From an optimization exercise on the open Yosys and OpenROAD flow, aimed at small area, a short achievable clock period and few clock cycles; shortcuts taken in it are not production practice. Where RTL was checked, it was by simulation tests only, not by an equivalence proof against the original. No functional check of the RTL was part of run 5. Power is estimated from default activity; no workload was simulated.

`flow/design.v`:
```
package pfs_pkg;
  localparam int unsigned SAMPLE_W = 32;
  localparam int unsigned PCM16_W  = 16;
  localparam int unsigned MONO_W   = 32;
  localparam int unsigned LVL_W    = 33;
  localparam int unsigned APB_AW = 3;
  localparam int unsigned APB_DW = 32;
  localparam int unsigned FMT_W  = 3;
  localparam logic REG_FORMAT = 1'b0;
  localparam logic REG_STEREO = 1'b1;
  localparam logic [FMT_W-1:0] FMT_FLOAT32 = 3'd0;
  localparam logic [FMT_W-1:0] FMT_PCM8    = 3'd1;
  localparam logic [FMT_W-1:0] FMT_PCM16   = 3'd2;
  localparam logic [FMT_W-1:0] FMT_PCM24   = 3'd3;
  localparam logic [FMT_W-1:0] FMT_PCM32   = 3'd4;
  localparam logic signed [LVL_W-1:0] LVL_ONE     = {2'b01, 31'b0};
  localparam logic signed [LVL_W-1:0] LVL_NEG_ONE = {2'b11, 31'b0};
  typedef logic signed [LVL_W-1:0] level_t;
endpackage
module pfs_lane (
  input  logic [pfs_pkg::SAMPLE_W-1:0] word_i,
  input  logic [pfs_pkg::FMT_W-1:0]    fmt_i,
  input  logic                         zero_i,
  output logic [32:0]                  y_o,
  output logic                         s_o
);
  logic [7:0]  ex;
  logic        nan, big, inr, is_flt, is_pcm;
  logic [31:0] fmag, pl;
  logic [1:0]  bsh;
  always_comb begin
    ex   = word_i[30:23];
    nan  = (&ex) && (|word_i[22:0]);
    big  = ex[7] || (&ex[6:0]);
    inr  = (ex[7:5] == 3'b011);
    fmag = {1'b1, word_i[22:0], 8'b0} >> (~ex[4:0]);
    bsh  = {fmt_i[1] ^ fmt_i[0], fmt_i[0]};
    pl   = word_i << {bsh, 3'b000};
    pl[31] = pl[31] ^ (fmt_i == pfs_pkg::FMT_PCM8);
    is_flt = !zero_i && (fmt_i == pfs_pkg::FMT_FLOAT32);
    is_pcm = !zero_i && (fmt_i == pfs_pkg::FMT_PCM8  || fmt_i == pfs_pkg::FMT_PCM16 ||
                         fmt_i == pfs_pkg::FMT_PCM24 || fmt_i == pfs_pkg::FMT_PCM32);
    s_o  = is_flt && word_i[31] && !nan;
    if (is_flt)      y_o = {1'b0, big && !nan, (inr && !big) ? fmag[30:0] : 31'b0};
    else if (is_pcm) y_o = {pl[31], pl};
    else             y_o = '0;
  end
endmodule
module pfs_s16 (
  input  logic [32:0]                        y_i,
  input  logic                               s_i,
  output logic signed [pfs_pkg::PCM16_W-1:0] pcm16_o
);
  logic [15:0] a, b, k;
  logic        c, dec, neg;
  logic [15:0] cs;
  always_comb begin
    a   = y_i[31:16];
    b   = y_i[15:0];
    neg = s_i || y_i[32];
    cs  = {1'b0, b[15:1]} + {1'b0, ~a[14:0]} + {15'b0, (b[0] & !b[15])};
    c   = cs[15];
    dec = a[15] || (!c && (a != 16'd0));
    if (s_i)          k = dec ? 16'd2 : 16'd1;
    else if (y_i[32]) k = c ? 16'd2 : 16'd1;
    else              k = dec ? 16'hFFFF : 16'd0;
    pcm16_o = (a ^ {16{s_i}}) + k;
  end
endmodule
module pfs_add #(parameter int N = 33) (
  input  logic [N-1:0] a_i,
  input  logic [N-1:0] b_i,
  input  logic         cin_i,
  output logic [N-1:0] sum_o,
  output logic         gtop_o    
);
  logic [N-1:0] p, g, gp, pp;
  always_comb begin
    p  = a_i ^ b_i;
    g  = a_i & b_i;
    gp = g;
    pp = p;
    for (int l = 0; (1 << l) < N; l++)
      for (int i = (2 << l) - 1; i < N; i += (2 << l)) begin
        gp[i] = gp[i] | (pp[i] & gp[i - (1 << l)]);
        pp[i] = pp[i] & pp[i - (1 << l)];
      end
    for (int l = 5; l >= 0; l--)
      if ((1 << l) < N)
        for (int i = (3 << l) - 1; i < N; i += (2 << l)) begin
          gp[i] = gp[i] | (pp[i] & gp[i - (1 << l)]);
          pp[i] = pp[i] & pp[i - (1 << l)];
        end
    sum_o[0] = p[0] ^ cin_i;
    for (int i = 1; i < N; i++) sum_o[i] = p[i] ^ (gp[i-1] | (pp[i-1] & cin_i));
    gtop_o = gp[N-2];
  end
endmodule
module pfs_merge (
  input  logic [32:0]                        yl_i,
  input  logic                               sl_i,
  input  logic [32:0]                        yr_i,
  input  logic                               sr_i,
  output logic signed [pfs_pkg::MONO_W-1:0]  mono_o
);
  logic [33:0] xl, xr, sv, cv;
  logic [32:0] q;
  logic        gtop, neg, cin, sat;
  always_comb begin
    xl = {34{sl_i}} ^ {yl_i[32], yl_i};
    xr = {34{sr_i}} ^ {yr_i[32], yr_i};
    sv = xl ^ xr ^ {33'b0, sl_i};
    cv = {(xl[32:0] & xr[32:0]) | {32'b0, (xl[0] ^ xr[0]) & sl_i}, sr_i};
  end
  pfs_add #(33) u_add (.a_i(sv[33:1]), .b_i(cv[33:1]), .cin_i(cin), .sum_o(q), .gtop_o(gtop));
  always_comb begin
    neg = sv[33] ^ cv[33] ^ gtop;
    cin = (sv[0] & cv[0]) | ((sv[0] ^ cv[0]) & neg);
    sat = !yl_i[32] && yl_i[31] && !sl_i && !yr_i[32] && yr_i[31] && !sr_i;
    mono_o = sat ? 32'h7FFF_FFFF : q[31:0];
  end
endmodule
module pcm_frame_to_s16_stereo_mono (
  input  logic                              clk_i,
  input  logic                              rst_ni,
  input  logic                              in_valid,
  output logic                              in_ready,
  input  logic [pfs_pkg::SAMPLE_W-1:0]      in_left_sample,
  input  logic [pfs_pkg::SAMPLE_W-1:0]      in_right_sample,
  input  logic                              in_silent,
  input  logic                              in_end_of_packet,
  output logic                              out_valid,
  input  logic                              out_ready,
  output logic signed [pfs_pkg::PCM16_W-1:0] out_left_pcm16,
  output logic signed [pfs_pkg::PCM16_W-1:0] out_right_pcm16,
  output logic signed [pfs_pkg::MONO_W-1:0]  out_mono_level,
  output logic                              out_last_of_packet,
  input  logic                              psel,
  input  logic                              penable,
  input  logic                              pwrite,
  input  logic [pfs_pkg::APB_AW-1:0]        paddr,
  input  logic [pfs_pkg::APB_DW-1:0]        pwdata,
  output logic [pfs_pkg::APB_DW-1:0]        prdata,
  output logic                              pready
);
  logic [pfs_pkg::FMT_W-1:0] fmt_q;
  logic             stereo_q;
  logic             v_q;
  logic [pfs_pkg::SAMPLE_W-1:0] right_word;
  logic [32:0]      yl, yr, yl_q, yr_q;
  logic             sl, sr, sl_q, sr_q;
  logic             last_q;
  assign pready = 1'b1;
  always_ff @(posedge clk_i or negedge rst_ni) begin
    if (!rst_ni) begin
      fmt_q    <= pfs_pkg::FMT_FLOAT32;
      stereo_q <= 1'b1;
    end else if (psel && penable && pwrite) begin
      if (paddr[2]) stereo_q <= pwdata[0];
      else          fmt_q    <= pwdata[pfs_pkg::FMT_W-1:0];
    end
  end
  assign prdata = paddr[2] ? {{(pfs_pkg::APB_DW-1){1'b0}}, stereo_q}
                           : {{(pfs_pkg::APB_DW-pfs_pkg::FMT_W){1'b0}}, fmt_q};
  assign right_word = stereo_q ? in_right_sample : in_left_sample;
  pfs_lane u_lane_l (.word_i(in_left_sample), .fmt_i(fmt_q), .zero_i(in_silent), .y_o(yl), .s_o(sl));
  pfs_lane u_lane_r (.word_i(right_word),     .fmt_i(fmt_q), .zero_i(in_silent), .y_o(yr), .s_o(sr));
  assign in_ready = !v_q || out_ready;
  always_ff @(posedge clk_i or negedge rst_ni) begin
    if (!rst_ni) v_q <= 1'b0;
    else if (in_ready) v_q <= in_valid;
  end
  always_ff @(posedge clk_i) begin
    if (in_ready) begin
      yl_q   <= yl;
      sl_q   <= sl;
      yr_q   <= yr;
      sr_q   <= sr;
      last_q <= in_end_of_packet;
    end
  end
  pfs_s16 u_s16_l (.y_i(yl_q), .s_i(sl_q), .pcm16_o(out_left_pcm16));
  pfs_s16 u_s16_r (.y_i(yr_q), .s_i(sr_q), .pcm16_o(out_right_pcm16));
  pfs_merge u_merge (
    .yl_i  (yl_q),
    .sl_i  (sl_q),
    .yr_i  (yr_q),
    .sr_i  (sr_q),
    .mono_o(out_mono_level)
  );
  assign out_valid          = v_q;
  assign out_last_of_packet = last_q;
endmodule
```
`flow/run.sh`:
```
#!/bin/bash
# synth_recipe.tcl (not shown) runs the flow's synth.tcl, then flattens the netlist and writes it again
# the make line also repeats each setting of config.mk as NAME=value (left out here)
make -C /OpenROAD-flow-scripts/flow DESIGN_CONFIG=/design/flow/config.mk WORK_HOME=/design/flow/orfs CLKGATE_MAP_FILE= SYNTH_SCRIPT=/design/flow/synth_recipe.tcl finish
```
`flow/config.mk`:
```
export PLATFORM = sky130hd
export DESIGN_NAME = pcm_frame_to_s16_stereo_mono
export DESIGN_NICKNAME = pcm_frame_to_s16_stereo_mono
export VERILOG_FILES = /design/flow/design.v
export SDC_FILE = /design/flow/constraint.sdc
export NUM_CORES = 4
export LEC_CHECK = 0
export CAP_MARGIN = 20
export CORE_MARGIN = 2
export CORE_UTILIZATION = 40
export PLACE_DENSITY = 0.6
export SETUP_SLACK_MARGIN = 1.5
export SLEW_MARGIN = 20
```
`flow/constraint.sdc`:
```
create_clock -name core_clock -period 6.5 [get_ports {clk_i}]
set_input_delay 1.3000 -clock core_clock [delete_from_list [all_inputs] [get_ports {clk_i}]]
set_output_delay 1.3000 -clock core_clock [all_outputs]
set_load 0.01 [all_outputs]
```
==> results of run 1 <==
[synthesized netlist by cell type, types with 8 or more instances]
master	number	area [um2]
o21a_1	14	105
nand2_1	130	488
nand2b_1	13	81.3
a22oi_1	12	90.1
mux2i_1	96	961
nor2b_1	19	119
a31oi_1	11	68.8
mux4_2	16	360
inv_1	70	263
ha_1	129	1610
a21o_1	16	120
o22ai_1	47	294
buf_2	14	70.1
mux2_2	42	473
xnor2_1	29	254
clkbuf_1	65	244
nor2_1	147	552
nor3_1	32	160
buf_1	11	41.3
o211ai_1	8	60.1
buf_4	31	233
o2bb2ai_1	8	70.1
xor2_1	74	648
a21oi_1	122	611
o21ai_0	82	410
and2_1	8	50.1
nand3_1	23	115
nand4_1	22	138
o21ai_1	14	70.1
nor4_1	25	156
edfxtp_1	69	2070
a211oi_1	20	150
[critical path: cells and delay by family, from the launching register on]
family | cells | cell delay [ns]
fa+ha+maj | 2 | 0.55
simple gates | 4 | 0.61
flops | 1 | 0.48
xor+xnor | 1 | 0.12
mux | 1 | 0.18
buf+inv | 3 | 0.39
compound gates | 11 | 1.98
[cell families (layout without fill, tap and decap cells)]
kind of cell / after synthesis / after routing / share of synthesized area (%)
AOI/OAI and AO/OA: 428 / 428 / 22.2
and+or+nand+nor: 457 / 457 / 17.3
DFF: 74 / 74 / 17.9
buffers and inverters: 192 / 361 / 6.95
xor gates and xnor gates: 103 / 103 / 7.33
muxes: 154 / 154 / 14.6
other: 2 / 30 / 0.0611
adders and majority gates: 132 / 132 / 13.6
[routing by layer]
metal,global-route usage (%),up-vias
met2,45.2,645
met1,36.3,5990
li1,-,6006
met4,12.2,0
met5,0,-
met3,3.10,109
[how the worst min path moves through the flow]
stage,from,cells past startpoint,end
after floorplan,fmt_q[1],1,fmt_q[1]
after global placement,fmt_q[1],1,fmt_q[1]
after detailed placement,fmt_q[1],1,fmt_q[1]
after CTS,fmt_q[1],1,fmt_q[1]
after global routing,fmt_q[1],1,fmt_q[1]
final,fmt_q[1],1,fmt_q[1]
[what timing repair did]
item	CTS	global route
gates cloned	0	0
pin swaps	68	72
hold buffers	0	0
gates resized for setup	285	129
setup endpoints to repair	63	62
buffers inserted	59	38
[state kept, by name, summed over array words and instances, names as in the netlist]
| signal | count |
|---|---|
| v_q | 1 |
| yr_q | 33 |
| sr_q | 1 |
| last_q | 1 |
| fmt_q | 3 |
| stereo_q | 1 |
| sl_q | 1 |
| yl_q | 33 |
[cell type report]
cell class                      count  area, um2  area share [%]
Clock inverter                      7       60.1           0.361
Tap cell                          396        495            2.98
Multi-Input combinational cell   1304      11000            65.9
Timing Repair Buffer              274       2430            14.6
Sequential cell                    74       2200            13.2
Clock buffer                        9        225            1.35
Inverter                           71        267            1.60
[power by group through the flow]
stage          Sequential, mW  Combinational (mW)  Clock (mW)
6_report                0.752                5.16       0.482
5_1_grt                 0.763                5.55       0.509
4_1_cts                 0.745                4.62       0.490
3_5_place_dp            0.750                4.27           0
3_3_place_gp            0.746                4.24           0
2_1_floorplan           0.673                2.75           0
[stage by stage]
step	power (mW)	utilization (%)	hold slack [ns]	instances
finish	6.39	54.7	0.594	2135
global route	6.82	54.7	0.608	2135
CTS	5.85	51.5	0.588	2097
detailed placement	5.02	46.5	0.571	2022
global placement	4.99	46.5	0.564	2022
floorplan	3.42	-	0.533	1570
==> impl_results.md, run 1 <==
- Worst reg-to-reg setup slack: about 3.0 ns
- Sw Pwr: 3.08 mW
- Worst Setup End Kind: output port
- Layout area overhead: 35.3%
- Post-Layout Inst Area: ~0.017 mm2
- Avg Cell Area, Syn: 7.98 um2
- Required time at the worst-slack endpoint: between 5 and 6 ns
- Initial antenna violation count: 0
- Chip width: 179 um
- Share of flip-flops with an asynchronous set or reset: approximately 6.8%
- Clock latency on the worst-skew pair: around 0.34 ns
- Reg2reg start: stereo_q
- CP cell instances: inv_1 -> ha_1 -> a21o_1 -> a21oi_2 -> nor2_1 -> a2111oi_2 -> nor2_1 -> a211oi_2 -> buf_4 -> a21oi_4 -> mux2i_1 -> ha_1 -> a21o_1 -> a21oi_4 -> o21a_1 -> o21ai_4 -> a2111oi_4 -> nor3_2 -> or3_4 -> a21oi_4 -> xnor2_2 -> buf_2
- # IOs: 208
- H-Tree Level Count: 3
- Synth unique cells: 83
- Slowest-stage cell, CP: edfxtp_1
- Uppermost layer routed: met4
- First-pass DRT Iterations: 6
- Seq pwr share: 11.8%
- Reg2Reg Depth: 8
- Critical path launch point type: flop
- Height of the die: roughly 180 um
- Crit path capture: out_left_pcm16[15]
- Max Transition Viols Final: 0
- Worst EP arrival: between 4 and 5 ns
- DP Area: approximately 0.014 mm2
- Max VDD drop: about 0.16 mV
- Unrepaired setup endpoints after global routing: true
- Worst min path class: flop to flop
- DIE AREA: 0.0322 mm2
- Max-cap violations: 0
- Slowest stage delay, CP: 0.48 ns
- Crit path time final: slightly below 6 ns
- Switching Fraction: 48.2%
- Worst slew pin tran: approximately 1.0 ns
- Combinational Power Share: 80.7%
- Synth warn: 5
- Clock Sinks: between 70 and 80
- Vias/cell: around 6
- CP Max Fanout: 4
- Seq/Total Area, Yosys: about 18%
- First-pass GRT wire length: about 68000 um
- Core Area: ~0.030 mm2
- Most common cell after layout, fill and taps aside: nor2_1
- Yosys reg bits: 74
- DR DRC count: 0
- Post-synth EDFFs: 69
- Worst Path Class, Setup: flop to output port
- Final period util: approximately nine tenths
- Ant. Diodes: 0
- Reg-to-Reg End: yr_q[11]
- Cells after Synth: 1542
- Clock share of power: 7.5%
- Met2 wire len: roughly 22000 um
- Headroom to the max-slew limit: between 20% and 30%
- Total gr overflow: 0
- Setup TNS: 0 ns
- Largest net degree at the start of global routing: slightly above 70
- Outcome: no timing/DRC/antenna violations
- Peak Freq: 168 MHz
- Final hold viol count: 0
- Finish-stage setup viols: 0
- Fin Clk Skew: between 0.015 and 0.02 ns
- Post-Syn Area: 0.0123 mm2
- Initial Utilization: about two fifths
- PortBufs: 146
- P_leak: roughly 6.9 nW
- Num CTS Buffers: 9
- Worst Setup Slack, final: between 0.5 and 0.6 ns
- Met3 Wirelength: between 3000 and 4000 um
- Place WS: 0.116 ns
- Post-route ant nets: 0
- Row cnt: 64
- DP Wirelength: 34200 um
- Root Buffer: clkbuf_16
- Gr usage total: a little over a quarter
- Vias in the first global route: around 12k
- Met1 WL: 19400 um
- WL per Instance: about 22 um
- Reg clk slew, reported paths: ~0.080 ns
- Power per cell area: 384 mW/mm2
- Gpl congestion: between 0.9 and 1
- DRT iter0 DRCs: around 1.2k
- Vias: approximately 13k
- Critical path startpoint: yl_q[25]
- Most frequent cells in the layout: nor2_1, nand2_1, a21oi_1
- Maximum clock path buffer count: 2
- Filler instances: 2689
- DRT Wirelength: between 40000 and 50000 um
- Layout cells sized above 1: around 26%
- Internal power: between 3 and 4 mW
- Final #Nets: 1974
- CP most frequent cell: a21oi_4
- Post-synth top flop: edfxtp_1
- CTS tree: yes
Testbench counts, summed over its fixed seeds: cycles 18,402.
==> run 2: changes to the inputs <==
--- a/flow/config.mk
+++ b/flow/config.mk
@@ -9,5 +9,4 @@
 export CORE_MARGIN = 2
 export CORE_UTILIZATION = 40
 export PLACE_DENSITY = 0.6
-export SETUP_SLACK_MARGIN = 1.5
 export SLEW_MARGIN = 20
==> run 2 against run 1 <==
  * Still clean
  * Critical path depth rose by 1
  * Via count fell by 4.5%
  * Total power fell by 11%
  * Synthesized cell count did not move
  * Utilization fell by 6.1 points
  * Worst hold slack got worse by 0.0086 ns
  * Sequential share of layout area rose by 1.6 points
  * Global-route usage fell by 0.91 points
  * Count of clock-buffer cells in the layout did not move
  * Synthesized area did not move
  * Cell area fell by 11%
  * Combinational power fell by 15%
  * Critical endpoint is now out_right_pcm16[14]
  * Highest routed layer unchanged
==> impl_results.md, run 2 <==
- Unrepaired setup endpoints after global routing: true (unchanged)
- Peak Freq: 156 MHz (was 168 MHz)
- Headroom to the max-slew limit: 31.7% (was 28.4%)
- Post-synth EDFFs: 69 (unchanged)
- CP Max Fanout: 3 (was 4)
- Avg Cell Area, Syn: 7.98 um2 (unchanged)
- Worst Path Class, Setup: flop to output port (unchanged)
- Crit path time final: 6.41 ns (was 5.95 ns)
- Post-synth top area cell: edfxtp_1 (unchanged)
- Synth warn: 5 (unchanged)
- Area share of the largest cell type after synthesis: 16.8% (unchanged)
- First-pass GRT wire length: 65300 um (was 68200 um)
- Synth area leaders: edfxtp_1, ha_1, mux2i_1 (unchanged)
- Max Transition Viols Final: 0 (unchanged)
- Final period util: 98.7% (was 91.5%)
- Synth unique cells: 83 (unchanged)
- Ant. Diodes: 0 (unchanged)
- Post-route ant nets: 0 (unchanged)
- Inst Count DP: 2033 (was 2022)
- Vias/cell: 5.86 (was 5.97)
- Core Area: 0.0304 mm2 (unchanged)
- Gpl congestion: 0.958 (was 0.985)
- Post-Syn Area: 0.0123 mm2 (unchanged)
- P_leak: 6.41 nW (was 6.91 nW)
- Initial Utilization: 40.4% (unchanged)
- Power per cell area: 384 mW/mm2 (about the same)
- Height of the die: 179 um (unchanged)
- Total gr overflow: 0 (unchanged)
- Gr usage total: 26.5% (was 27.4%)
- Vias in the first global route: 11.5k (was 12.0k)
- DRT iter0 DRCs: 970 (was 1241)
- Num CTS Buffers: 9 (unchanged)
- Non-Filler Instances: 2076 (was 2135)
- Worst EP arrival: 5.11 ns (was 4.65 ns)
- Most frequent cells in the layout: nor2_1, clkdlybuf4s50_1, nand2_1 (was nor2_1, nand2_1, a21oi_1)
- Reg clk slew, reported paths: 0.07 ns (was 0.08 ns)
- Chip width: 179 um (unchanged)
- H-Tree Level Count: 3 (unchanged)
- Share of flip-flops with an asynchronous set or reset: 6.76% (unchanged)
- DRT Wirelength: 43400 um (was 46300 um)
- Biggest regs: yl_q (33), yr_q (33), fmt_q (3) (unchanged)
- Final hold viol count: 0 (unchanged)
- First-pass DRT Iterations: 5 (was 6)
- Synth cell count leaders: nor2_1, nand2_1, ha_1, a21oi_1, mux2i_1 (unchanged)
- Initial antenna violation count: 0 (unchanged)
- Root Buffer: clkbuf_16 (unchanged)
- Layout area overhead: 20.3% (was 35.3%)
- Final #Nets: 1915 (was 1974)
- Leading cell type by number of instances after synthesis: nor2_1 (unchanged)
- Worst Setup End Kind: output port (unchanged)
- DR DRC count: 0 (unchanged)
- Largest net degree at the start of global routing: 72 (was 71)
- Seq/Total Area, Yosys: 17.9% (unchanged)
- Critical path launch point type: flop (unchanged)
- DIE AREA: 0.0322 mm2 (unchanged)
- Required time at the worst-slack endpoint: 5.20 ns (about the same)
- PortBufs: 146 (unchanged)
- # IOs: 208 (unchanged)
- Max VDD drop: 0.171 mV (was 0.158 mV)
- CTS Hold Bufs: 0 (unchanged)
- Clock latency on the worst-skew pair: 0.35 ns (was 0.34 ns)
- DP Wirelength: 34300 um (was 34200 um)
- CTS tree: yes (unchanged)
- Row cnt: 64 (unchanged)
- Vias: 12.2k (was 12.8k)
- Maximum clock path buffer count: 2 (unchanged)
- Worst slew pin tran: 0.996 ns (was 1.04 ns)
- Worst min path class: flop to flop (unchanged)
- Post-synth top flop: edfxtp_1 (unchanged)
- Outcome: no timing/DRC/antenna violations (unchanged)
- Cells after Synth: 1542 (unchanged)
- WL per Instance: 20.9 um (was 21.7 um)
- Finish-stage setup viols: 0 (unchanged)
- Yosys reg bits: 74 (unchanged)
- Finished Core Util: 48.6% (was 54.7%)
- Clock Sinks: 74 (unchanged)
- Max-cap violations: 0 (unchanged)
- Fin Clk Skew: 0.0152 ns (was 0.0181 ns)
- Most common cell after layout, fill and taps aside: nor2_1 (unchanged)
- Layout cells sized above 1: 11.9% (was 25.6%)
[run 2: cell counts after synthesis]
No cell type changed its count.
[run 2: routing by layer]
metal  GRT usage (%)  wire length, um  vias to the layer above
li1                -                -                     5910
met1            34.7            18600                     5605
met2            43.3            19700                      565
met3            4.64             3300                       93
met4            10.9             1780                        0
met5               0                0                        -
[run 2: worst paths after layout]
kind / end / cells past startpoint / startpoint / slack, ns
worst max-delay path: out_right_pcm16[14] / 23 / yr_q[1] / 0.09
max in group asynchronous: stereo_q / 1 / rst_ni / 5.04
worst min register to register: fmt_q[1] / 1 / fmt_q[1] / 0.59
worst min-delay path: fmt_q[1] / 1 / fmt_q[1] / 0.59
worst max register to register: yr_q[8] / 9 / stereo_q / 2.66
min in group asynchronous: fmt_q[2] / 1 / rst_ni / 1.19
[run 2: report_power, final]
group	switching, mW	leakage, nW	internal, mW
registers	0.103	0.801	0.617
clock network	0.210	0.160	0.340
logic	2.36	5.45	2.05
[run 2: kinds of logic (layout without fill, tap and decap cells)]
| group | count (synthesis) | count (layout) | share of synthesized area, % |
|---|---|---|---|
| adders and majority gates | 132 | 132 | 13.6 |
| muxes | 154 | 154 | 14.6 |
| xor gates and xnor gates | 103 | 103 | 7.33 |
| DFF | 74 | 74 | 17.9 |
| other | 2 | 30 | 0.0611 |
| and+or+nand+nor | 457 | 457 | 17.3 |
| buffers and inverters | 192 | 302 | 6.95 |
| AOI/OAI and AO/OA | 428 | 428 | 22.2 |
[run 2: critical path, stage by stage, from the launching register on]
cell,delay [ns]
edfxtp_1,0.41
ha_1,0.30
and3b_1,0.17
o21ai_0,0.15
a21oi_1,0.10
o31ai_2,0.25
a211oi_1,0.12
o31ai_2,0.25
and2_4,0.21
o21ai_0,0.12
a2bb2oi_2,0.19
ha_1,0.19
inv_1,0.06
fa_1,0.46
nor2b_1,0.18
o21ai_2,0.09
a21boi_2,0.17
o21ai_2,0.08
a21boi_2,0.18
o21ai_2,0.11
a21oi_2,0.19
o2111ai_1,0.14
nand4_1,0.10
clkdlybuf4s50_1,0.53
[run 2: timing repair]
item | CTS | global route
gates resized for setup | 20 | 35
buffers inserted | 12 | 14
hold endpoints to repair | 0 | 0
gates cloned | 0 | 0
pin swaps | 6 | 8
setup endpoints to repair | 12 | 45
[run 2: final cells by class]
type                    instances  area (um2)
fillers                      2985       15600
multi-input cells            1304        9490
flip-flops and latches         74        2200
repair buffers                215        2020
well taps                     396         495
inverters                      71         267
clock buffers                   9         225
clock inverters                 7         100
[run 2: per-stage QoR]
step | worst slack (ns) | hold slack [ns] | instance area (um2) | setup TNS (ns) | power (mW)
4_1_cts | -0.131 | 0.585 | 14600 | -0.131 | 5.58
3_5_place_dp | -0.0425 | 0.568 | 14100 | -0.0425 | 4.98
2_1_floorplan | 0.0597 | 0.533 | 12400 | 0 | 3.34
5_1_grt | -0.325 | 0.598 | 14800 | -0.749 | 6.14
3_3_place_gp | 0.0484 | 0.567 | 14100 | 0 | 4.95
6_report | 0.0870 | 0.586 | 14800 | 0 | 5.68
==> run 3: changes to the inputs <==
--- a/flow/design.v
+++ b/flow/design.v
@@ -21,13 +21,15 @@
   input  logic [pfs_pkg::SAMPLE_W-1:0] word_i,
   input  logic [pfs_pkg::FMT_W-1:0]    fmt_i,
   input  logic                         zero_i,
-  output logic [32:0]                  y_o,
-  output logic                         s_o
+  output logic [32:0]                  x_o,
+  output logic                         s_o,
+  output logic [2:0]                   k_o
 );
   logic [7:0]  ex;
   logic        nan, big, inr, is_flt, is_pcm;
   logic [31:0] fmag, pl;
   logic [1:0]  bsh;
+  logic [32:0] y;
   always_comb begin
     ex   = word_i[30:23];
     nan  = (&ex) && (|word_i[22:0]);
@@ -41,30 +43,49 @@
     is_pcm = !zero_i && (fmt_i == pfs_pkg::FMT_PCM8  || fmt_i == pfs_pkg::FMT_PCM16 ||
                          fmt_i == pfs_pkg::FMT_PCM24 || fmt_i == pfs_pkg::FMT_PCM32);
     s_o  = is_flt && word_i[31] && !nan;
-    if (is_flt)      y_o = {1'b0, big && !nan, (inr && !big) ? fmag[30:0] : 31'b0};
-    else if (is_pcm) y_o = {pl[31], pl};
-    else             y_o = '0;
-  end
-endmodule
-module pfs_s16 (
-  input  logic [32:0]                        y_i,
-  input  logic                               s_i,
-  output logic signed [pfs_pkg::PCM16_W-1:0] pcm16_o
-);
-  logic [15:0] a, b, k;
-  logic        c, dec, neg;
-  logic [15:0] cs;
+    if (is_flt)      y = {1'b0, big && !nan, (inr && !big) ? fmag[30:0] : 31'b0};
+    else if (is_pcm) y = {pl[31], pl};
+    else             y = '0;
+    x_o = y ^ {33{s_o}};
+  end
+  pfs_s16_step u_step (.y_i(y), .s_i(s_o), .k_o(k_o));
+endmodule
+module pfs_s16_step (
+  input  logic [32:0] y_i,
+  input  logic        s_i,
+  output logic [2:0]  k_o
+);
+  logic [15:0] a, b, cs;
+  logic        c, dec, x0, k2, k1, km;
   always_comb begin
     a   = y_i[31:16];
     b   = y_i[15:0];
-    neg = s_i || y_i[32];
     cs  = {1'b0, b[15:1]} + {1'b0, ~a[14:0]} + {15'b0, (b[0] & !b[15])};
     c   = cs[15];
     dec = a[15] || (!c && (a != 16'd0));
-    if (s_i)          k = dec ? 16'd2 : 16'd1;
-    else if (y_i[32]) k = c ? 16'd2 : 16'd1;
-    else              k = dec ? 16'hFFFF : 16'd0;
-    pcm16_o = (a ^ {16{s_i}}) + k;
+    k2  = s_i ? dec  : (y_i[32] & c);
+    k1  = s_i ? !dec : (y_i[32] & !c);
+    km  = !s_i & !y_i[32] & dec;
+    x0  = a[0] ^ s_i;
+    k_o = {k1 | km, k2 | (k1 & x0), km & !x0};
+  end
+endmodule
+module pfs_s16 (
+  input  logic [15:0]                        x_i,
+  input  logic [2:0]                         k_i,
+  output logic signed [pfs_pkg::PCM16_W-1:0] pcm16_o
+);
+  logic [15:0] pu, pd, flip;
+  always_comb begin
+    pu[1] = 1'b1;
+    pd[1] = 1'b1;
+    for (int i = 2; i < 16; i++) begin
+      pu[i] = pu[i-1] & x_i[i-1];
+      pd[i] = pd[i-1] & !x_i[i-1];
+    end
+    flip[0] = k_i[2];
+    for (int i = 1; i < 16; i++) flip[i] = (pu[i] & k_i[1]) | (pd[i] & k_i[0]);
+    pcm16_o = x_i ^ flip;
   end
 endmodule
 module pfs_add #(parameter int N = 33) (
@@ -97,9 +118,9 @@
   end
 endmodule
 module pfs_merge (
-  input  logic [32:0]                        yl_i,
+  input  logic [32:0]                        xl_i,
   input  logic                               sl_i,
-  input  logic [32:0]                        yr_i,
+  input  logic [32:0]                        xr_i,
   input  logic                               sr_i,
   output logic signed [pfs_pkg::MONO_W-1:0]  mono_o
 );
@@ -107,8 +128,8 @@
   logic [32:0] q;
   logic        gtop, neg, cin, sat;
   always_comb begin
-    xl = {34{sl_i}} ^ {yl_i[32], yl_i};
-    xr = {34{sr_i}} ^ {yr_i[32], yr_i};
+    xl = {xl_i[32], xl_i};
+    xr = {xr_i[32], xr_i};
     sv = xl ^ xr ^ {33'b0, sl_i};
     cv = {(xl[32:0] & xr[32:0]) | {32'b0, (xl[0] ^ xr[0]) & sl_i}, sr_i};
   end
@@ -116,7 +137,7 @@
   always_comb begin
     neg = sv[33] ^ cv[33] ^ gtop;
     cin = (sv[0] & cv[0]) | ((sv[0] ^ cv[0]) & neg);
-    sat = !yl_i[32] && yl_i[31] && !sl_i && !yr_i[32] && yr_i[31] && !sr_i;
+    sat = !xl_i[32] && xl_i[31] && !sl_i && !xr_i[32] && xr_i[31] && !sr_i;
     mono_o = sat ? 32'h7FFF_FFFF : q[31:0];
   end
 endmodule
@@ -147,7 +168,8 @@
   logic             stereo_q;
   logic             v_q;
   logic [pfs_pkg::SAMPLE_W-1:0] right_word;
-  logic [32:0]      yl, yr, yl_q, yr_q;
+  logic [32:0]      xl, xr, xl_q, xr_q;
+  logic [2:0]       kl, kr, kl_q, kr_q;
   logic             sl, sr, sl_q, sr_q;
   logic             last_q;
   assign pready = 1'b1;
@@ -163,8 +185,8 @@
   assign prdata = paddr[2] ? {{(pfs_pkg::APB_DW-1){1'b0}}, stereo_q}
                            : {{(pfs_pkg::APB_DW-pfs_pkg::FMT_W){1'b0}}, fmt_q};
   assign right_word = stereo_q ? in_right_sample : in_left_sample;
-  pfs_lane u_lane_l (.word_i(in_left_sample), .fmt_i(fmt_q), .zero_i(in_silent), .y_o(yl), .s_o(sl));
-  pfs_lane u_lane_r (.word_i(right_word),     .fmt_i(fmt_q), .zero_i(in_silent), .y_o(yr), .s_o(sr));
+  pfs_lane u_lane_l (.word_i(in_left_sample), .fmt_i(fmt_q), .zero_i(in_silent), .x_o(xl), .s_o(sl), .k_o(kl));
+  pfs_lane u_lane_r (.word_i(right_word),     .fmt_i(fmt_q), .zero_i(in_silent), .x_o(xr), .s_o(sr), .k_o(kr));
   assign in_ready = !v_q || out_ready;
   always_ff @(posedge clk_i or negedge rst_ni) begin
     if (!rst_ni) v_q <= 1'b0;
@@ -172,19 +194,21 @@
   end
   always_ff @(posedge clk_i) begin
     if (in_ready) begin
-      yl_q   <= yl;
+      xl_q   <= xl;
       sl_q   <= sl;
-      yr_q   <= yr;
+      kl_q   <= kl;
+      xr_q   <= xr;
       sr_q   <= sr;
+      kr_q   <= kr;
       last_q <= in_end_of_packet;
     end
   end
-  pfs_s16 u_s16_l (.y_i(yl_q), .s_i(sl_q), .pcm16_o(out_left_pcm16));
-  pfs_s16 u_s16_r (.y_i(yr_q), .s_i(sr_q), .pcm16_o(out_right_pcm16));
+  pfs_s16 u_s16_l (.x_i(xl_q[31:16]), .k_i(kl_q), .pcm16_o(out_left_pcm16));
+  pfs_s16 u_s16_r (.x_i(xr_q[31:16]), .k_i(kr_q), .pcm16_o(out_right_pcm16));
   pfs_merge u_merge (
-    .yl_i  (yl_q),
+    .xl_i  (xl_q),
     .sl_i  (sl_q),
-    .yr_i  (yr_q),
+    .xr_i  (xr_q),
     .sr_i  (sr_q),
     .mono_o(out_mono_level)
   );
==> run 3 against run 2 <==
  * Worst setup slack improved by 0.32 ns
  * Via count down 1.4%
  * Count of clock-buffer cells in the layout stayed put
  * Die area about the same
  * Wire length rose by 3.8%
  * Synthesized cell count fell by 6.1%
  * Critical path type unchanged
==> impl_results.md, run 3 <==
- CP Max Fanout: 6 (was 3)
- Gr usage total: 27.6% (was 26.5%)
- Gpl congestion: 0.988 (was 0.958)
- Unrepaired setup endpoints after global routing: false (was true)
- First-pass DRT Iterations: 5 (unchanged)
- Row cnt: 64 (unchanged)
- Seq/Total Area, Yosys: 19.3% (was 17.9%)
- DRT iter0 DRCs: 1079 (was 970)
- Biggest regs: xl_q (33), xr_q (33) (was yl_q (33), yr_q (33), fmt_q (3))
- Simple-gate share of the synthesized area: 17.7% (was 17.3%)
- Worst min path class: flop to flop (unchanged)
- Synth cell count leaders: nand2_1, mux2i_1, ha_1, nor2_1, xnor2_1 (was nor2_1, nand2_1, ha_1, a21oi_1, mux2i_1)
- DRT Wirelength: 45100 um (was 43400 um)
- Maximum clock path buffer count: 2 (unchanged)
- Worst Path Class, Setup: flop to output port (unchanged)
- Yosys reg bits: 80 (was 74)
- Cells after Synth: 1448 (was 1542)
- DP Wirelength: 35700 um (was 34300 um)
- Worst EP arrival: 4.79 ns (was 5.11 ns)
- WL per Instance: 22.7 um (was 20.9 um)
- Critical path launch point type: flop (unchanged)
- Vias/cell: 6.04 (was 5.86)
- Area share of the largest cell type after synthesis: 18.3% (was 16.8%)
- Required time at the worst-slack endpoint: 5.20 ns (about the same)
- Post-CTS setup buffers: 0 (was 12)
- Max Transition Viols Final: 0 (unchanged)
- H-Tree Level Count: 3 (unchanged)
- Post-synth EDFFs: 75 (was 69)
- PortBufs: 146 (unchanged)
- Clock latency on the worst-skew pair: 0.35 ns (about the same)
- Vias: 12.0k (was 12.2k)
- Peak Freq: 164 MHz (was 156 MHz)
- Post-synth top area cell: edfxtp_1 (unchanged)
- Outcome: no timing/DRC/antenna violations (unchanged)
- Finished Core Util: 47.6% (was 48.6%)
- Avg Cell Area, Syn: 8.50 um2 (was 7.98 um2)
- Clock Sinks: 80 (was 74)
- Post-Syn Area: 0.0123 mm2 (about the same)
- Layout cells sized above 1: 11.5% (was 11.9%)
- Most frequent cells in the layout: nand2_1, clkdlybuf4s50_1, mux2i_1 (was nor2_1, clkdlybuf4s50_1, nand2_1)
- Final hold viol count: 0 (unchanged)
- CTS tree: yes (unchanged)
- Share of flip-flops with an asynchronous set or reset: 6.25% (was 6.76%)
- P_leak: 6.12 nW (was 6.41 nW)
- Adder-Cell Fraction of Synth Area: 10.6% (was 13.6%)
- Final period util: 93.8% (was 98.7%)
- CTS Hold Bufs: 0 (unchanged)
- Synth warn: 6 (was 5)
- DP Area: 0.0142 mm2 (was 0.0141 mm2)
- Synth Area in XOR/XNOR: 7.83% (was 7.33%)
- Headroom to the max-slew limit: 28.3% (was 31.7%)
- Layout area overhead: 17.6% (was 20.3%)
- Most common cell after layout, fill and taps aside: nand2_1 (was nor2_1)
- Root Buffer: clkbuf_16 (unchanged)
- Reg clk slew, reported paths: 0.08 ns (was 0.07 ns)
- CTS resizes: 0 (was 20)
- Max-cap violations: 0 (unchanged)
- Leading cell type by number of instances after synthesis: nand2_1 (was nor2_1)
- Height of the die: 179 um (about the same)
- Max VDD drop: 0.155 mV (was 0.171 mV)
- Synth area leaders: edfxtp_1, ha_1, mux2i_1 (unchanged)
- Core Area: 0.0304 mm2 (unchanged)
- Final Power: 4.35 mW (was 5.68 mW)
- Initial antenna violation count: 0 (unchanged)
- Synth Area in Compound Gates: 19.3% (was 22.2%)
- DIE AREA: 0.0322 mm2 (about the same)
- Setup TNS: 0 ns (unchanged)
- Ant. Diodes: 0 (unchanged)
- Largest net degree at the start of global routing: 77 (was 72)
- Fin Clk Skew: 0.0137 ns (was 0.0152 ns)
- Finish-stage setup viols: 0 (unchanged)
- Worst Setup End Kind: output port (unchanged)
- Initial Utilization: 40.4% (about the same)
- Total gr overflow: 0 (unchanged)
- Multiplexer share of the synthesized area: 18.4% (was 14.6%)
- First-pass GRT wire length: 67200 um (was 65300 um)
- Final #Nets: 1796 (was 1915)
- DR DRC count: 0 (unchanged)
- Chip width: 179 um (about the same)
- Crit path time final: 6.09 ns (was 6.41 ns)
- # IOs: 208 (unchanged)
- Post-route ant nets: 0 (unchanged)
- Worst slew pin tran: 1.05 ns (was 0.996 ns)
- Num CTS Buffers: 9 (unchanged)
- Power per cell area: 301 mW/mm2 (was 384 mW/mm2)
- Vias in the first global route: 11.2k (was 11.5k)
- Post-synth top flop: edfxtp_1 (unchanged)
- Post-Layout Inst Area: 0.0145 mm2 (was 0.0148 mm2)
- Largest family of logic cells by synthesized area: compound AO/OA/AOI/OAI gates (unchanged)
- Synth unique cells: 94 (was 83)
==> run 3: cell count changes in the layout (fill, tap and decap cells not counted), sizes merged, moves of 10 or more <==
cell	change
nand3	+12
o22ai	-21
inv	-39
nor2b	-12
nor2	-60
xnor2	+58
o21ai	-17
xor2	-51
mux2i	+29
a21oi	-42
clkdlybuf4s50	+10
nand2	+76
ha	-28
==> run 3: layout make-up <==
| cell class | count | area (um2) |
|---|---|---|
| fill | 3029 | 16000 |
| multi-input combinational | 1251 | 9220 |
| tap | 396 | 495 |
| clock buffer | 9 | 225 |
| clock inverter | 7 | 83.8 |
| inverter | 31 | 116 |
| timing repair buffer | 212 | 1950 |
| sequential | 80 | 2380 |
==> run 3: where the power goes <==
group	total (mW)	internal, mW	switching, mW	leakage, nW
registers	0.835	0.712	0.124	0.859
clock network	0.544	0.306	0.238	0.149
logic	2.98	1.34	1.63	5.12
==> run 3: kinds of logic (layout without fill, tap and decap cells) <==
family,count (synthesis),in the layout
and+or+nand+nor,464,464
adders and majority gates,103,103
muxes,189,189
AOI/OAI and AO/OA,355,355
DFF,80,80
other,2,30
xor gates and xnor gates,110,110
buffers and inverters,145,259
==> run 3: path summary, 6_finish.rpt <==
path	start	to	slack (ns)	depth (start not counted)
setup / recovery	xl_q[22]	out_mono_level[27]	0.41	13
hold / removal	fmt_q[1]	fmt_q[1]	0.58	1
setup reg to reg	stereo_q	kr_q[2]	1.08	19
hold reg to reg	fmt_q[1]	fmt_q[1]	0.58	1
max in group asynchronous	rst_ni	stereo_q	5.08	1
min in group asynchronous	rst_ni	v_q	1.16	1
==> run 3: through the flow <==
step	hold slack (ns)	instances	worst slack, ns
finish	0.582	1986	0.406
global route	0.613	1986	0.138
CTS	0.582	1986	0.463
detailed placement	0.566	1970	0.437
global placement	0.557	1970	0.448
floorplan	0.533	1476	1.34
==> run 3: critical path: stages, from the launching register on <==
cell             delay [ns]
edfxtp_1               0.54
ha_1                   0.34
ha_1                   0.37
a21oi_1                0.08
o21ai_0                0.44
a211oi_1               0.13
o31ai_1                0.32
mux2i_1                0.15
o21ai_2                0.25
a21oi_1                0.17
or3_1                  0.52
a41oi_1                0.28
mux2_2                 0.36
clkdlybuf4s50_1        0.48
==> run 3: routing by layer <==
metal | global-route usage, % | share of wire, % | vias to the layer above
li1 | - | - | 5626
met1 | 36.9 | 43 | 5638
met2 | 44.3 | 45 | 626
met3 | 4.85 | 7.7 | 110
met4 | 10.5 | 4.0 | 0
met5 | 0 | 0 | -
Testbench counts of run 3, summed over its fixed seeds: cycles 18,402.
==> run 4: changes to the inputs <==
==> flow/flow/run.sh (new file) <==
#!/bin/bash
set -euo pipefail
export BUFFER_PORTS_ARGS="-buffer_cell sky130_fd_sc_hd__buf_2"
bash standard.sh > standard.log 2>&1
==> flow/standard.sh (new file) <==
#!/bin/bash
# synth_recipe.tcl (not shown) runs the flow's synth.tcl, then flattens the netlist and writes it again
# the make line also repeats each setting of config.mk as NAME=value (left out here)
make -C /OpenROAD-flow-scripts/flow DESIGN_CONFIG=/design/flow/config.mk WORK_HOME=/design/flow/orfs CLKGATE_MAP_FILE= SYNTH_SCRIPT=/design/flow/synth_recipe.tcl "${@:-finish}"
removed: flow/run.sh
==> run 4 against run 3 <==
  * Die area is the same
  * Wire length shrank 3.1%
  * Via count shrank 1.1%
  * Critical path depth is the same
  * Clock power grew 15%
  * Synthesized area is the same
  * Combinational power shrank 8.7%
==> impl_results.md, run 4 <==
- Crit path time final: 5.75 ns (was 6.09 ns)
- Filler instances: 3048 (was 3029)
- DP Wirelength: 34100 um (was 35700 um)
- Unrepaired setup endpoints after global routing: false (unchanged)
- Slowest-stage cell, CP: edfxtp_1 (unchanged)
- PortBufs: 146 (unchanged)
- CTS tree: yes (unchanged)
- Chip width: 179 um (unchanged)
- Layout area overhead: 11.3% (was 17.6%)
- CTS resizes: 0 (unchanged)
- Initial Utilization: 40.4% (unchanged)
- Non-Filler Instances: 1971 (was 1986)
- Final period util: 88.4% (was 93.8%)
- Final #Nets: 1781 (was 1796)
- WL per Instance: 22.2 um (was 22.7 um)
- Post-synth EDFFs: 75 (unchanged)
- Worst Setup End Kind: output port (unchanged)
- Worst slew pin tran: 1.02 ns (was 1.05 ns)
- Headroom to the max-slew limit: 31.7% (was 28.3%)
- Multi-input logic area: 0.00922 mm2 (unchanged)
- DIE AREA: 0.0322 mm2 (unchanged)
- Power per cell area: 306 mW/mm2 (was 301 mW/mm2)
- Worst EP arrival: 4.45 ns (was 4.79 ns)
- Max VDD drop: 0.151 mV (was 0.155 mV)
- Setup TNS: 0 ns (unchanged)
- # IOs: 208 (unchanged)
- Post-Layout Inst Area: 0.0137 mm2 (was 0.0145 mm2)
- Finished Core Util: 45.0% (was 47.6%)
- Ant. Diodes: 0 (unchanged)
- Leading cell type by number of instances after synthesis: nand2_1 (unchanged)
- Total gr overflow: 0 (unchanged)
- Avg Cell Area, Syn: 8.50 um2 (unchanged)
- Synth cell count leaders: nand2_1, mux2i_1, ha_1, nor2_1, xnor2_1 (unchanged)
- CTS Hold Bufs: 0 (unchanged)
- Maximum clock path buffer count: 2 (unchanged)
- Hold Slack: 0.584 ns (was 0.582 ns)
- Post-route ant nets: 0 (unchanged)
- Synth area leaders: edfxtp_1, ha_1, mux2i_1 (unchanged)
- Reg area: 0.00238 mm2 (unchanged)
- Root Buffer: clkbuf_16 (unchanged)
- Post-synth top flop: edfxtp_1 (unchanged)
- Outcome: no timing/DRC/antenna violations (unchanged)
- Post-CTS setup buffers: 0 (unchanged)
- Share of flip-flops with an asynchronous set or reset: 6.25% (unchanged)
- Gpl congestion: 0.979 (was 0.988)
- Yosys reg bits: 80 (unchanged)
- Worst Setup Slack, final: 0.753 ns (was 0.406 ns)
- DRT iter0 DRCs: 1144 (was 1079)
- Final Power: 4.19 mW (was 4.35 mW)
- Slowest stage delay, CP: 0.51 ns (was 0.54 ns)
- Finish-stage setup viols: 0 (unchanged)
- CP cell instances: ha_1 -> ha_1 -> a21o_1 -> a31o_2 -> a211oi_1 -> o31ai_1 -> mux2i_1 -> o21ai_2 -> a21oi_1 -> or3_1 -> a41oi_1 -> mux2_2 -> buf_2 (was ha_1 -> ha_1 -> a21oi_1 -> o21ai_0 -> a211oi_1 -> o31ai_1 -> mux2i_1 -> o21ai_2 -> a21oi_1 -> or3_1 -> a41oi_1 -> mux2_2 -> clkdlybuf4s50_1)
- Critical path launch point type: flop (unchanged)
- P_leak: 6.11 nW (was 6.12 nW)
- Initial antenna violation count: 0 (unchanged)
- Worst min path class: flop to flop (unchanged)
- Core Area: 0.0304 mm2 (unchanged)
- Max-cap violations: 0 (unchanged)
- DP Area: 0.0133 mm2 (was 0.0142 mm2)
- Vias in the first global route: 10.9k (was 11.2k)
- Seq/Total Area, Yosys: 19.3% (unchanged)
- Required time at the worst-slack endpoint: 5.20 ns (about the same)
- Peak Freq: 174 MHz (was 164 MHz)
- Cells after Synth: 1448 (unchanged)
- Post-synth top area cell: edfxtp_1 (unchanged)
- Post-Syn Area: 0.0123 mm2 (unchanged)
- Most frequent cells in the layout: nand2_1, buf_2, mux2i_1 (was nand2_1, clkdlybuf4s50_1, mux2i_1)
- DR DRC count: 0 (unchanged)
- H-Tree Level Count: 3 (unchanged)
- Gr usage total: 26.5% (was 27.6%)
- Worst Path Class, Setup: flop to output port (unchanged)
- Fin Clk Skew: 0.0136 ns (was 0.0137 ns)
- Clock latency on the worst-skew pair: 0.36 ns (was 0.35 ns)
- Synth unique cells: 94 (unchanged)
- Vias/cell: 6.02 (was 6.04)
- CP Max Fanout: 7 (was 6)
- DRT Wirelength: 43700 um (was 45100 um)
- Inst Count DP: 1955 (was 1970)
- Layout cells sized above 1: 19.9% (was 11.5%)
- Reg clk slew, reported paths: 0.07 ns (was 0.08 ns)
- Num CTS Buffers: 9 (unchanged)
- Place WS: 0.898 ns (was 0.437 ns)
- Max Transition Viols Final: 0 (unchanged)
- Area share of the largest cell type after synthesis: 18.3% (unchanged)
- First-pass DRT Iterations: 6 (was 5)
- Height of the die: 179 um (unchanged)
- Largest net degree at the start of global routing: 77 (unchanged)
- First-pass GRT wire length: 65000 um (was 67200 um)
- CP most frequent cell: ha_1
- Most common cell after layout, fill and taps aside: nand2_1 (unchanged)
- Synth warn: 6 (unchanged)
- Clock Sinks: 80 (unchanged)
- Biggest regs: xl_q (33), xr_q (33) (unchanged)
- Final hold viol count: 0 (unchanged)
- Vias: 11.9k (was 12.0k)
- Row cnt: 64 (unchanged)
-- run 4: cell counts after synthesis --
Identical to the previous run, type by type.
-- run 4: logic make-up after synthesis --
group	count (synthesis)	share of synthesized area, %
AND/OR/NAND/NOR	464	17.7
AO/OA/AOI/OAI	355	19.3
multiplexers	189	18.4
buffers and inverters	145	6.71
XOR/XNOR	110	7.83
adder cells (fa/ha/maj)	103	10.6
flip-flops	80	19.3
other	2	0.0610
-- run 4: metal layers --
layer / part of all wire, % / track usage (%)
met5: 0 / 0
met1: 45 / 37.6
met2: 44 / 42.2
met4: 3.1 / 8.20
met3: 7.6 / 3.08
-- run 4: path summary, 6_finish.rpt --
path                          start                 end  slack, ns  cells past startpoint
min in group asynchronous    rst_ni                 v_q       0.74                      1
hold reg to reg            fmt_q[1]            fmt_q[1]       0.58                      1
setup / recovery           xr_q[26]  out_mono_level[27]       0.75                     13
max in group asynchronous    rst_ni            stereo_q       5.54                      1
setup reg to reg           stereo_q             kr_q[2]       1.08                     19
hold / removal             fmt_q[1]            fmt_q[1]       0.58                      1
-- run 4: layout make-up --
class | instances | share of cell area, %
Tap cell | 396 | 3.62
Multi-Input combinational cell | 1251 | 67.3
Clock buffer | 9 | 1.64
Timing Repair Buffer | 197 | 8.22
Sequential cell | 80 | 17.4
Clock inverter | 7 | 0.969
Inverter | 31 | 0.850
-- run 4: power breakdown --
| part | leakage (nW) | internal (mW) | switching (mW) |
|---|---|---|---|
| combinational | 5.08 | 1.10 | 1.62 |
| sequential | 0.859 | 0.712 | 0.136 |
| clock | 0.176 | 0.385 | 0.238 |
| total | 6.11 | 2.20 | 1.99 |
-- run 4: critical path: cells and delay by family, from the launching register on --
| family | cells | cell delay [ns] |
|---|---|---|
| muxes | 2 | 0.52 |
| buffers and inverters | 1 | 0.14 |
| DFF | 1 | 0.51 |
| AOI/OAI and AO/OA | 7 | 1.69 |
| and+or+nand+nor | 1 | 0.51 |
| adders and majority gates | 2 | 0.72 |
==> run 5: changes to the inputs <==
--- a/flow/design.v
+++ b/flow/design.v
@@ -22,8 +22,7 @@
   input  logic [pfs_pkg::FMT_W-1:0]    fmt_i,
   input  logic                         zero_i,
   output logic [32:0]                  x_o,
-  output logic                         s_o,
-  output logic [2:0]                   k_o
+  output logic                         s_o
 );
   logic [7:0]  ex;
   logic        nan, big, inr, is_flt, is_pcm;
@@ -48,7 +47,6 @@
     else             y = '0;
     x_o = y ^ {33{s_o}};
   end
-  pfs_s16_step u_step (.y_i(y), .s_i(s_o), .k_o(k_o));
 endmodule
 module pfs_s16_step (
   input  logic [32:0] y_i,
@@ -166,12 +164,14 @@
 );
   logic [pfs_pkg::FMT_W-1:0] fmt_q;
   logic             stereo_q;
-  logic             v_q;
+  logic             v1_q, v2_q, rdy1, rdy2;
   logic [pfs_pkg::SAMPLE_W-1:0] right_word;
   logic [32:0]      xl, xr, xl_q, xr_q;
-  logic [2:0]       kl, kr, kl_q, kr_q;
   logic             sl, sr, sl_q, sr_q;
-  logic             last_q;
+  logic [2:0]       kl, kr;
+  logic             last1_q, last2_q;
+  logic signed [pfs_pkg::PCM16_W-1:0] l16_d, r16_d, l16_q, r16_q;
+  logic signed [pfs_pkg::MONO_W-1:0]  mono_d, mono_q;
   assign pready = 1'b1;
   always_ff @(posedge clk_i or negedge rst_ni) begin
     if (!rst_ni) begin
@@ -185,33 +185,51 @@
   assign prdata = paddr[2] ? {{(pfs_pkg::APB_DW-1){1'b0}}, stereo_q}
                            : {{(pfs_pkg::APB_DW-pfs_pkg::FMT_W){1'b0}}, fmt_q};
   assign right_word = stereo_q ? in_right_sample : in_left_sample;
-  pfs_lane u_lane_l (.word_i(in_left_sample), .fmt_i(fmt_q), .zero_i(in_silent), .x_o(xl), .s_o(sl), .k_o(kl));
-  pfs_lane u_lane_r (.word_i(right_word),     .fmt_i(fmt_q), .zero_i(in_silent), .x_o(xr), .s_o(sr), .k_o(kr));
-  assign in_ready = !v_q || out_ready;
+  pfs_lane u_lane_l (.word_i(in_left_sample), .fmt_i(fmt_q), .zero_i(in_silent), .x_o(xl), .s_o(sl));
+  pfs_lane u_lane_r (.word_i(right_word),     .fmt_i(fmt_q), .zero_i(in_silent), .x_o(xr), .s_o(sr));
+  assign rdy2     = !v2_q || out_ready;
+  assign rdy1     = !v1_q || rdy2;
+  assign in_ready = rdy1;
   always_ff @(posedge clk_i or negedge rst_ni) begin
-    if (!rst_ni) v_q <= 1'b0;
-    else if (in_ready) v_q <= in_valid;
+    if (!rst_ni) begin
+      v1_q <= 1'b0;
+      v2_q <= 1'b0;
+    end else begin
+      if (rdy1) v1_q <= in_valid;
+      if (rdy2) v2_q <= v1_q;
+    end
   end
   always_ff @(posedge clk_i) begin
-    if (in_ready) begin
-      xl_q   <= xl;
-      sl_q   <= sl;
-      kl_q   <= kl;
-      xr_q   <= xr;
-      sr_q   <= sr;
-      kr_q   <= kr;
-      last_q <= in_end_of_packet;
-    end
-  end
-  pfs_s16 u_s16_l (.x_i(xl_q[31:16]), .k_i(kl_q), .pcm16_o(out_left_pcm16));
-  pfs_s16 u_s16_r (.x_i(xr_q[31:16]), .k_i(kr_q), .pcm16_o(out_right_pcm16));
+    if (rdy1) begin
+      xl_q    <= xl;
+      sl_q    <= sl;
+      xr_q    <= xr;
+      sr_q    <= sr;
+      last1_q <= in_end_of_packet;
+    end
+  end
+  pfs_s16_step u_step_l (.y_i(xl_q ^ {33{sl_q}}), .s_i(sl_q), .k_o(kl));
+  pfs_s16_step u_step_r (.y_i(xr_q ^ {33{sr_q}}), .s_i(sr_q), .k_o(kr));
+  pfs_s16 u_s16_l (.x_i(xl_q[31:16]), .k_i(kl), .pcm16_o(l16_d));
+  pfs_s16 u_s16_r (.x_i(xr_q[31:16]), .k_i(kr), .pcm16_o(r16_d));
   pfs_merge u_merge (
     .xl_i  (xl_q),
     .sl_i  (sl_q),
     .xr_i  (xr_q),
     .sr_i  (sr_q),
-    .mono_o(out_mono_level)
+    .mono_o(mono_d)
   );
-  assign out_valid          = v_q;
-  assign out_last_of_packet = last_q;
-endmodule
+  always_ff @(posedge clk_i) begin
+    if (rdy2) begin
+      l16_q   <= l16_d;
+      r16_q   <= r16_d;
+      mono_q  <= mono_d;
+      last2_q <= last1_q;
+    end
+  end
+  assign out_valid          = v2_q;
+  assign out_left_pcm16     = l16_q;
+  assign out_right_pcm16    = r16_q;
+  assign out_mono_level     = mono_q;
+  assign out_last_of_packet = last2_q;
+endmodule
==> run 5 against run 4 <==
  * Non-clock buffer count down 36
  * Synthesized area rose by 17%
  * Register-to-register slack gained 0.76 ns
  * Wire length grew 10%
  * Synthesized cell count up 17%
  * Maximum frequency is 23% higher
  * Via count increased by 13%
  * Count of clock-buffer cells in the layout up 9
  * Sequential cell count up 60
  * Cell area is 15% higher
  * Clock skew up 0.0041 ns
  * Critical path type is now flop to flop
  * Critical endpoint is now xr_q[6]
  * Largest cell class unchanged
==> impl_results.md, run 5 <==
- Post-synth top area cell: edfxtp_1 (unchanged)
- Clock share of power: 17.7% (was 14.9%)
- Outcome: no timing/DRC/antenna violations (unchanged)
- Most frequent cells in the layout: nand2_1, buf_2, edfxtp_1 (was nand2_1, buf_2, mux2i_1)
- H-Tree Level Count: 4 (was 3)
- DRT iter0 DRCs: 1409 (was 1144)
- Synth warn: 6 (unchanged)
- Finish-stage setup viols: 0 (unchanged)
- Ant. Diodes: 0 (unchanged)
- Worst EP arrival: 4.80 ns (was 4.45 ns)
- Initial Utilization: 40.5% (was 40.4%)
- Cells after Synth: 1689 (was 1448)
- Core Area: 0.0355 mm2 (was 0.0304 mm2)
- Seq pwr share: 32.0% (was 20.2%)
- Post-route ant nets: 0 (unchanged)
- Worst Setup End Kind: flop (was output port)
- CP Max Fanout: 33 (was 7)
- WL per Instance: 21.6 um (was 22.2 um)
- Power per cell area: 337 mW/mm2 (was 306 mW/mm2)
- Total gr overflow: 0 (unchanged)
- Post-synth EDFFs: 134 (was 75)
- Post-Syn Area: 0.0144 mm2 (was 0.0123 mm2)
- Max Transition Viols Final: 0 (unchanged)
- CTS tree: yes (unchanged)
- Vias: 13.4k (was 11.9k)
- Maximum clock path buffer count: 2 (unchanged)
- Row cnt: 69 (was 64)
- Clock Sinks: 140 (was 80)
- Crit path time final: 4.66 ns (was 5.75 ns)
- Clock latency on the worst-skew pair: 0.44 ns (was 0.36 ns)
- PortBufs: 146 (unchanged)
- Chip width: 194 um (was 179 um)
- Headroom to the max-slew limit: 29.5% (was 31.7%)
- Leading cell type by number of instances after synthesis: nand2_1 (unchanged)
- Layout cells sized above 1: 14.5% (was 19.9%)
- CTS resizes: 0 (unchanged)
- Final hold viol count: 0 (unchanged)
- Vias in the first global route: 12.2k (was 10.9k)
- Final period util: 71.7% (was 88.4%)
- Root Buffer: clkbuf_16 (unchanged)
- Vias/cell: 6.03 (was 6.02)
- Reg clk slew, reported paths: 0.07 ns (about the same)
- Required time at the worst-slack endpoint: 6.64 ns (was 5.20 ns)
- Switching Fraction: 44.2% (was 47.5%)
- CTS Hold Bufs: 0 (unchanged)
- Peak Freq: 214 MHz (was 174 MHz)
- Critical path launch point type: flop (unchanged)
- Sw Pwr: 2.36 mW (was 1.99 mW)
- Area share of the largest cell type after synthesis: 28.0% (was 18.3%)
- Gr usage total: 24.9% (was 26.5%)
- Height of the die: 194 um (was 179 um)
- Seq/Total Area, Yosys: 29.0% (was 19.3%)
- Unrepaired setup endpoints after global routing: false (unchanged)
- Finished Core Util: 44.5% (was 45.0%)
- Max-cap violations: 0 (unchanged)
- Yosys reg bits: 140 (was 80)
- Layout area overhead: 9.90% (was 11.3%)
- Share of flip-flops with an asynchronous set or reset: 4.29% (was 6.25%)
- Internal power: 2.97 mW (was 2.20 mW)
- Post-synth top flop: edfxtp_1 (unchanged)
- DR DRC count: 0 (unchanged)
- Final #Nets: 1931 (was 1781)
- First-pass GRT wire length: 73000 um (was 65000 um)
- Synth cell count leaders: nand2_1, edfxtp_1, nor2_1, mux2i_1, a21oi_1 (was nand2_1, mux2i_1, ha_1, nor2_1, xnor2_1)
- Avg Cell Area, Syn: 8.51 um2 (was 8.50 um2)
- DP Wirelength: 36300 um (was 34100 um)
- Worst slew pin tran: 1.06 ns (was 1.02 ns)
- Setup TNS: 0 ns (unchanged)
- Initial antenna violation count: 0 (unchanged)
- Worst Path Class, Setup: flop to flop (was flop to output port)
- DRT Wirelength: 48100 um (was 43700 um)
- Worst min path class: flop to flop (unchanged)
- Max VDD drop: 0.209 mV (was 0.151 mV)
- Fin Clk Skew: 0.0177 ns (was 0.0136 ns)
- First-pass DRT Iterations: 6 (unchanged)
- DIE AREA: 0.0375 mm2 (was 0.0322 mm2)
- Largest net degree at the start of global routing: 71 (was 77)
- # IOs: 208 (unchanged)
- Synth unique cells: 91 (was 94)
- Most common cell after layout, fill and taps aside: nand2_1 (unchanged)
- Synth area leaders: edfxtp_1, mux2i_1, ha_1 (was edfxtp_1, ha_1, mux2i_1)
- P_leak: 6.54 nW (was 6.11 nW)
- Post-CTS setup buffers: 0 (unchanged)
- Num CTS Buffers: 17 (was 9)
- Gpl congestion: 0.980 (was 0.979)
- Biggest regs: xl_q (33), xr_q (33), mono_q (32) (was xl_q (33), xr_q (33))
- Combinational Power Share: 50.4% (was 64.9%)
run 5: cell count changes in the layout (fill, tap and decap cells not counted), moves of 21 or more:
cell / before / now
nor2_1: 86 / 121
a211oi_1: 12 / 34
edfxtp_1: 75 / 134
ha_1: 101 / 71
buf_4: 50 / 15
nand2b_1: 12 / 33
run 5: cell families (layout without fill, tap and decap cells):
group,count (synthesis),in the layout,synth area share [%]
buffers and inverters,195,241,6.14
and+or+nand+nor,562,562,18.5
DFF,140,140,29.0
other,2,30,0.0522
xor gates and xnor gates,121,121,7.37
adders and majority gates,84,84,7.22
muxes,137,137,10.9
AOI/OAI and AO/OA,448,448,20.8
run 5: final cells by class:
cell class,instances,area (um2)
Timing Repair Buffer,161,843
Inverter,48,180
Clock buffer,18,429
Multi-Input combinational cell,1382,9460
Tap cell,461,577
Clock inverter,14,136
Sequential cell,140,4180
Fill cell,3544,19700
run 5: worst paths after layout:
path	from	to	slack, ns	cells after the start
hold reg to reg	last1_q	last2_q	0.42	0
setup reg to reg	stereo_q	xr_q[6]	1.84	7
max in group asynchronous	rst_ni	stereo_q	5.52	1
min in group asynchronous	rst_ni	fmt_q[2]	0.71	1
hold / removal	last1_q	last2_q	0.42	0
setup / recovery	stereo_q	xr_q[6]	1.84	7
run 5: power by group through the flow:
stage                     logic, mW  registers (mW)  clock network, mW
after global placement         2.61            1.71                  0
after CTS                      2.64            1.70              0.964
after detailed placement       2.62            1.72                  0
final                          2.68            1.70              0.941
after global routing           2.94            1.74               1.00
after floorplan                1.92            1.60                  0
run 5: worst max-delay path, cell delays in order (launching register included):
cell	delay [ns]
dfstp_2	1.00
buf_4	0.41
mux2i_1	0.78
nand4_1	0.16
nor4_1	0.58
o21ai_0	0.36
nor2_4	0.88
xor2_1	0.17
run 5: through the flow:
step / cell area (um2) / setup slack [ns] / hold WS [ns] / cells / total power [mW]
floorplan: 14500 / 2.20 / 0.400 / 1717 / 3.53
global placement: 15200 / 1.76 / 0.401 / 2192 / 4.32
detailed placement: 15200 / 1.71 / 0.407 / 2192 / 4.34
CTS: 15800 / 1.96 / 0.423 / 2224 / 5.31
global route: 15800 / 1.48 / 0.427 / 2224 / 5.68
finish: 15800 / 1.84 / 0.421 / 2224 / 5.33
run 5: metal layers:
layer  track usage (%)  vias to the layer above  share of wire [%]
met5                 0                        -                  0
met4              8.09                        0                2.7
met3              4.22                       88                7.2
met2              38.2                      653                 44
met1              35.5                     6295                 46
li1                  -                     6370                  -

## separate check: timing with driven ports
The flow's constraints put no driver on any port. The routed layouts listed below were extracted and timed again, unchanged, in two steps. Step 1, drivers: a clkbuf_16 drives clk_i and a buf_2 each remaining input, both assumed. Step 2, shift: input delay + t, output delay - t, t = (earliest + latest rising clock arrival at the registers) / 2. This alone moves slack from input paths to output paths. a / b / c = ideal ports / drivers / drivers and shift; a / b = the first two.
run	t, ns	slack for setup (ns)	worst setup path at the end	slew at the worst register clock pin (ns)
run 1	0.374	0.550 / 0.508 / 0.882	register to output	0.08 / 0.08
run 2	0.382	0.087 / 0.045 / 0.426	register to output	0.07 / 0.07
run 3	0.388	0.406 / 0.364 / 0.342	input to register	0.08 / 0.08
run 4	0.391	0.753 / 0.711 / 0.840	input to register	0.07 / 0.07
run 5	0.488	1.837 / 1.837 / 1.548	input to register	0.07 / 0.07
After both steps every run listed still meets setup and hold. The setup slack of run 5, which loses most, moves by 0.000 ns with the drivers and by -0.289 ns with both steps.
